What follows belongs to an exercise in optimizing a design on an open flow for a short achievable clock period and few clock cycles per item; a production flow would make more cautious choices. In this exercise RTL edits were held to simulation tests only and were not proved equivalent to the original. Power and IR drop assume default switching activity.

## lru_buffer_pool_tags_core
module lru_buffer_pool_tags_core #(
    parameter int SLOTS = 16
) (
    input  logic              clk,
    input  logic              rst_n,
    input  logic              in_valid,
    output logic              in_ready,
    input  logic [1:0]        action,
    input  logic [lbpt_pkg::TAG_W-1:0]  block_number,
    output logic              out_valid,
    input  logic              out_ready,
    output logic [2:0]        status,
    output logic [lbpt_pkg::SLOT_W-1:0] slot,
    output logic [lbpt_pkg::TAG_W-1:0]  resident_block,
    output logic [lbpt_pkg::TAG_W-1:0]  evicted_block,
    output logic              write_back,
    output logic              last
);
For scale: about 46000 µm² of cells after synthesis.
Settings: LEC_CHECK=0, ABC_CLOCK_PERIOD_IN_PS=1500, CAP_MARGIN=20, CORE_MARGIN=2, CORE_UTILIZATION=40, SETUP_SLACK_MARGIN=3.0, SLEW_MARGIN=20; clock period 5.0 ns.
run.sh (not shown) runs the stock make flow with config.mk's settings and CLKGATE_MAP_FILE= SYNTH_SCRIPT=/design/flow/synth_recipe.tcl, a recipe that flattens the netlist after the stock synthesis.
Testbench counts at the start, summed over its fixed seeds: cycles 15,248, items 12,000.
Next try:
--- a/flow/design.v
+++ b/flow/design.v
@@ -82,16 +82,14 @@
     logic              nrdy_reg;
     logic [SLOTS-1:0]            valid_reg;
     logic [SLOTS-1:0]            dirty_reg;
     logic [SLOTS-1:0][TW-1:0]    tag_reg;
     logic [SLOTS-1:0][SLOTS-1:0] ord_reg;
     logic [SLOTS-1:0][SLOTS-1:0] ord;
     logic [SLOTS-1:0][SW-1:0]    stk_reg;
-    logic [SW-1:0]               stk_top;
-    logic [SW-1:0]               stk_below;
     logic [CW-1:0]               nv_reg;
     logic                        full_reg, empty_reg, one_reg;
     logic              fl_busy;
     logic [SLOTS-1:0]  rem_reg;
     logic [CW-1:0]     left_reg;
     logic              fldone_reg;
     logic              f_v;
@@ -179,16 +177,15 @@
             for (int j = 0; j < SLOTS; j++)
             begin
                 if (j != i && rem_reg[j] && !ord[i][j]) nxt_oh[i] = 1'b0;
             end
         end
     end
     assign fl_last = fl_busy ? (left_reg == CW'(1)) : one_reg;
-    assign top_bin   = stk_top;
-    assign stk_below = stk_reg[SW'(CW'(SLOTS - 2) - nv_reg)];
+    assign top_bin = stk_reg[0];
     always_comb
     begin
         for (int i = 0; i < SLOTS; i++)
         begin
             top_oh[i] = (top_bin == SW'(i));
         end
     end
@@ -377,17 +374,16 @@
     always_ff @(posedge clk or negedge rst_n)
     begin
         if (!rst_n)
         begin
             dirty_reg <= '0;
             for (int i = 0; i < SLOTS; i++)
             begin
-                stk_reg[i] <= SW'(i);
+                stk_reg[i] <= SW'(SLOTS - 1 - i);
             end
-            stk_top   <= SW'(SLOTS - 1);
             ord_reg   <= '0;
         end
         else if (go)
         begin
             if (is_acc)
                 begin
                     for (int i = 0; i < SLOTS; i++)
@@ -402,31 +398,34 @@
                         end
                     end
                     if (!any_hit)
                     begin
                         dirty_reg <= dirty_reg & ~msel;
                         if (!full_reg)
                         begin
-                            stk_top <= stk_below;
+                            for (int i = 0; i < SLOTS - 1; i++)
+                            begin
+                                stk_reg[i] <= stk_reg[i + 1];
+                            end
                         end
                     end
                 end
             else if (is_drt)
                 begin
                     dirty_reg <= dirty_reg | hit_v;
                 end
             else if (is_fre)
                 begin
                     if (any_hit)
                     begin
                         dirty_reg <= dirty_reg & ~hit_v;
-                        stk_top <= hit_bin;
-                        if (!full_reg)
+                        stk_reg[0] <= hit_bin;
+                        for (int i = 1; i < SLOTS; i++)
                         begin
-                            stk_reg[SW'(CW'(SLOTS - 1) - nv_reg)] <= stk_top;
+                            stk_reg[i] <= stk_reg[i - 1];
                         end
                     end
                 end
         end
     end
     always_ff @(posedge clk)
     begin
What happened:
- routed wire length shrinks by 7.5%
- combinational power is lower by about 10%
- worst setup slack improves by 0.028 ns
- final area shrinks by 3.1%
- worst hold slack gains 0.0098 ns
- cell count falls by 4.1%
- global-route usage came out lower by 3.2 points
Testbench counts after the change, summed over its fixed seeds: cycles 15,248, items 12,000.

==> afterwards: timing with drivers on the ports <==
How much do the figures lean on ideal ports? The routed layouts below were timed once more, with nothing changed but the port constraints.
Step 1 (the two cells are an assumption about what drives the block):
set clk [get_ports {clk}]
set_driving_cell -lib_cell sky130_fd_sc_hd__clkbuf_16 $clk
set_driving_cell -lib_cell sky130_fd_sc_hd__buf_2 [delete_from_list [all_inputs] $clk]
Step 2 also shifts input and output timing later by t, the mid clock arrival at the registers, as if the neighbouring blocks saw the same clock.
Three values: ideal, step 1, step 2; two values: the first two.
| run | t (ns) | setup slack, ns | hold WS [ns] | latest minus earliest clock arrival (ns) | cell pins on the clock port's net |
|---|---|---|---|---|---|
| the first run | 0.800 | 2.290 / 2.290 / 1.696 | 0.278 / 0.254 / 0.474 | 0.045 / 0.045 | 1 |
| the second run | 0.784 | 2.318 / 2.318 / 1.625 | 0.288 / 0.273 / 0.450 | 0.039 / 0.039 | 1 |
After both steps setup and hold are still met in every run listed. For the second run, which loses most, drivers alone change the setup slack by 0.000 ns; drivers and shift together by -0.693 ns.
